This design comes from an exercise in tuning for small area, a short achievable clock period and few clock cycles per item on the open sky130 flow, not from production work. The RTL was checked by simulation tests, not by an equivalence proof against the original design. No activity file was given, so power comes from the tool's default toggle rates.

==> flow/design.v (excerpt) <==
module event_timed_task_dispatch_table_core (
    input  wire logic        clk,
    input  wire logic        rst_n,
    input  wire logic        req_valid,
    output logic             req_ready,
    input  wire logic [1:0]  req_action,
    input  wire logic [7:0]  req_task_id,
    input  wire logic [7:0]  req_trigger_mask,
    input  wire logic        req_use_delay,
    input  wire logic [31:0] req_delay_ticks,
    input  wire logic [7:0]  req_handler_tag,
    input  wire logic [31:0] req_now_ticks,
    input  wire logic [7:0]  req_event_mask,
    output logic             rsp_valid,
    input  wire logic        rsp_ready,
    output logic [2:0]       rsp_status,
    output logic [3:0]       rsp_slot_index,
    output logic [7:0]       rsp_matched_id,
    output logic [7:0]       rsp_matched_handler,
    output logic             rsp_last_result,
    input  wire logic        cfg_we,
    input  wire logic [30:0] cfg_wdata
);
clock: 8.5 ns
lec_check: 0
abc_clock_period_in_ps: 3500
cap_margin: 20
core_margin: 2
core_utilization: 55
cts_cluster_diameter: 141
cts_cluster_size: 20
setup_slack_margin: 5.0
slew_margin: 20
standard.sh (not shown) runs the stock make flow with config.mk's settings and CLKGATE_MAP_FILE= SYNTH_SCRIPT=/design/flow/synth_recipe.tcl, a recipe that flattens the netlist after the stock synthesis.
==> flow/flow/run.sh <==
#!/bin/bash
# The standard layout, with the port buffers that buffer_ports inserts made
# buf_2 cells instead of its default delay-buffer cells. Everything else,
# synthesis included, is the standard flow (standard.sh).
set -euo pipefail
export BUFFER_PORTS_ARGS="-buffer_cell sky130_fd_sc_hd__buf_2"
bash standard.sh > standard_flow.log 2>&1
Testbench counts at the start, summed over its fixed seeds: cycles 7,989, items 3,200.
Change:
==> flow/flow/run.sh (replaced) <==
#!/bin/bash
set -euo pipefail
sed 's/SETUP_SLACK_MARGIN=5\.0 /SETUP_SLACK_MARGIN=5.5 /' standard.sh > standard_margin.sh
grep -q 'SETUP_SLACK_MARGIN=5.5 ' standard_margin.sh
bash standard_margin.sh > standard_flow.log 2>&1
- ABC_AREA: unset -> 1
- ABC_CLOCK_PERIOD_IN_PS: 3500 -> unset
Effect:
- sequential share of layout area decreases by 2.5 points
- power went down by 1.7%
- final cell count increases by 30%
- final area rises by 4.8%
- clock skew goes up by 0.0071 ns
- first-iteration DRC count rose by 9.2%
- global-route usage climbs by 1.4 points
- core utilization is higher by 0.74 points
- worst hold slack got worse by 0.0061 ns

---

Starting RTL as in the previous note.
export LEC_CHECK = 0
export ABC_AREA = 1
export CAP_MARGIN = 20
export CORE_MARGIN = 2
export CORE_UTILIZATION = 70
export CTS_CLUSTER_DIAMETER = 141
export CTS_CLUSTER_SIZE = 20
export PLACE_DENSITY = 0.78
export SETUP_SLACK_MARGIN = 5.0
export SLEW_MARGIN = 20
create_clock -name core_clock -period 8.5 [get_ports {clk}]
run.sh (not shown) runs the stock make flow with config.mk's settings and CLKGATE_MAP_FILE= SYNTH_SCRIPT=/design/flow/synth_recipe.tcl, a recipe that flattens the netlist after the stock synthesis.
Stock flow here: none of the scripts above is used.
The starting point finished with timing, DRC and antenna clean.
Testbench counts at the start, summed over its fixed seeds: cycles 7,989, items 3,200.
==> next run, changes <==
==> flow/flow/run.sh (new file) <==
#!/bin/bash
set -euo pipefail
sed 's/SETUP_SLACK_MARGIN=5\.0 /SETUP_SLACK_MARGIN=5.25 /' standard.sh > standard_margin.sh
grep -q 'SETUP_SLACK_MARGIN=5.25 ' standard_margin.sh
bash standard_margin.sh > standard_flow.log 2>&1
==> flow/standard.sh (new file) <==
#!/bin/bash
# synth_recipe.tcl (not shown) runs the flow's synth.tcl, then flattens the netlist and writes it again
# the make line also repeats each setting of config.mk as NAME=value (left out here)
make -C /OpenROAD-flow-scripts/flow DESIGN_CONFIG=/design/flow/config.mk WORK_HOME=/design/flow/orfs CLKGATE_MAP_FILE= SYNTH_SCRIPT=/design/flow/synth_recipe.tcl "${@:-finish}"
- CORE_UTILIZATION: 70 -> 55
- PLACE_DENSITY: 0.78 -> not set
removed: flow/run.sh
=>
- The new run finished with timing, DRC and antenna clean
- area after synthesis is unchanged
- hold slack degrades by 0.028 ns
- via count went down by 2.6%
- utilization came out lower by 16 points
- final cell count increases by 4.9%
- flip-flop and latch count does not change
- design area went up by 1.2%
==> next run, changes <==
==> flow/run.sh (new file) <==
#!/bin/bash
# synth_recipe.tcl (not shown) runs the flow's synth.tcl, then flattens the netlist and writes it again
# the make line also repeats each setting of config.mk as NAME=value (left out here)
make -C /OpenROAD-flow-scripts/flow DESIGN_CONFIG=/design/flow/config.mk WORK_HOME=/design/flow/orfs CLKGATE_MAP_FILE= SYNTH_SCRIPT=/design/flow/synth_recipe.tcl finish
- ABC_AREA: 1 -> not set
- ABC_CLOCK_PERIOD_IN_PS: not set -> 3500
removed: flow/flow/run.sh
removed: flow/standard.sh
Design area falls by 1.1%. Critical path depth goes up by 11. Clock skew fell by 0.0057 ns. Sequential cell count does not change. Via count goes down by 17%. Total power rises by 4.2%. First-iteration DRC count goes down by 11%. Non-clock buffer count rises by 71. Worst hold slack loses 0.014 ns. Setup slack got worse by 0.35 ns. Global-route usage drops by 1.0 points.

---

Setup of try-willow:
event_timed_task_dispatch_table_core, a different RTL version from the one above (not shown whole).
For scale: ~160 I/O pins.
clock: 8.5 ns
lec_check: 0
abc_clock_period_in_ps: 3500
cap_margin: 20
core_margin: 2
core_utilization: 55
cts_cluster_diameter: 141
cts_cluster_size: 20
setup_slack_margin: 4.6
slew_margin: 20
Stock flow here: none of the scripts above is used.
The flow did not stop early for try-willow: all stages ran, and the layout cleared the timing, DRC and antenna checks.
Testbench counts of try-willow, summed over its fixed seeds: cycles 7,989, items 3,200.
Changes in try-xenon relative to try-willow:
Settings: CORE_UTILIZATION changed from 55 to 40.
Findings:
A worst setup path startpoint of req_action[1] is what try-xenon shows, while r_c[4] belongs to try-willow.
In try-xenon the clock network latency to the later pin of the worst-skew pair turned out 0.02 ns higher than in try-willow.
On routed wire length, the lower figure sits with try-xenon, not try-willow.
In the tables for try-willow and try-xenon, power spent charging and discharging nets reads lower with try-xenon.
try-xenon vs try-willow, cell count along the critical path went down by 4.
Looking only at relative slew slack, and setting everything else aside, the higher value of try-willow and try-xenon goes to try-xenon.
try-xenon vs. try-willow: worst reg2reg path depth rose by 1; cell count climbed about 8%; leakage power figure decreased 0.12 nW; fraction of area in multi-input gates went down by 0.33 points; hold slack saw a decrease.
--- input diff try-xenon..try-harbor ---
Settings: a change of SETUP_SLACK_MARGIN from 4.6 to 5.0.
- The met3 routing resource usage after global routing in try-harbor sits 0.19 points above the value recorded for try-xenon.
- The clock power on try-harbor is in line with that on try-xenon.
- try-xenon -> try-harbor: area of the multi-input gates increased by a few percent
- Relative to try-xenon, routed length per instance has gone up in try-harbor.
- Taking try-xenon as the reference, in try-harbor final period utilization fell by 2.8 points; via count of the first global-routing pass stayed essentially flat.
- try-harbor packs its core tighter than try-xenon.
- Number of non-clock buffers in the layout, try-xenon and try-harbor: larger value in try-harbor
- try-harbor can be clocked faster than try-xenon.
- try-harbor vs try-xenon — worst slack after detailed placement dropped 0.18 ns.

---

Setup of yarrow:
event_timed_task_dispatch_table_core again, from the RTL that the note above started with.
==> flow/config.mk <==
export PLATFORM = sky130hd
export DESIGN_NAME = event_timed_task_dispatch_table_core
export DESIGN_NICKNAME = event_timed_task_dispatch_table_core
export VERILOG_FILES = /design/flow/design.v
export SDC_FILE = /design/flow/constraint.sdc
export NUM_CORES = 4
export LEC_CHECK = 0
export ABC_CLOCK_PERIOD_IN_PS = 2500
export CAP_MARGIN = 20
export CORE_MARGIN = 2
export CORE_UTILIZATION = 55
export CTS_CLUSTER_DIAMETER = 141
export CTS_CLUSTER_SIZE = 20
export SETUP_SLACK_MARGIN = 5.0
export SLEW_MARGIN = 20
export TNS_END_PERCENT = 15
==> flow/constraint.sdc <==
create_clock -name core_clock -period 8.5 [get_ports {clk}]
set_input_delay 1.7000 -clock core_clock [delete_from_list [all_inputs] [get_ports {clk}]]
set_output_delay 1.7000 -clock core_clock [all_outputs]
set_load 0.01 [all_outputs]
Testbench counts of yarrow, summed over its fixed seeds: cycles 7,989, items 3,200.
What juniper does differently from yarrow at the input level:
- a deleted TNS_END_PERCENT that had been 15
### Flow results
Changes observed in juniper relative to yarrow: post-layout net count neither gained nor lost much; highest cell delay on the worst timing path lost 80 ps.
Compared with yarrow, the detailed router inserted more vias in juniper.
Looking at endpoint of the most critical setup path, the s2b_v[11] result is from juniper; the s2b_v[4] one comes from yarrow.

re-timing with driven ports:
No port has a modelled driver above. Below, the same layouts with a new extraction and two added sets of constraints.
Step 1: set_driving_cell puts a clkbuf_16 on clk and a buf_2 on each other input, an assumption about the parent block.
Step 2 times the ports against the registers' clock, not the clock port: input delays grow and output delays shrink by t, the midpoint of the rising clock arrivals with the driver on.
Slacks: ideal ports / drivers / drivers and shift; pairs: ideal ports / drivers.
run | t, ns | setup WS [ns] | clock arrival spread, ns
the first run of note 1 | 0.727 | 4.812 / 4.852 / 4.125 | 0.024 / 0.024
the second run of note 1 | 0.736 | 5.330 / 5.250 / 4.697 | 0.030 / 0.030
the first run of note 2 | 0.712 | 5.076 / 5.011 / 4.416 | 0.030 / 0.031
the second run of note 2 | 0.745 | 5.307 / 5.230 / 4.636 | 0.029 / 0.028
the third run of note 2 | 0.730 | 4.952 / 4.952 / 4.270 | 0.021 / 0.021
try-willow | 0.737 | 4.634 / 4.602 / 4.038 | 0.040 / 0.040
try-xenon | 0.756 | 4.627 / 4.618 / 3.925 | 0.034 / 0.035
try-harbor | 0.734 | 4.863 / 4.863 / 4.166 | 0.036 / 0.037
yarrow | 0.733 | 4.722 / 4.722 / 4.129 | 0.031 / 0.030
juniper | 0.732 | 4.840 / 4.840 / 4.214 | 0.033 / 0.032
After both steps setup and hold are still met in every run listed. The setup slack of try-xenon, which loses most, moves by -0.009 ns with the drivers and by -0.702 ns with both steps.
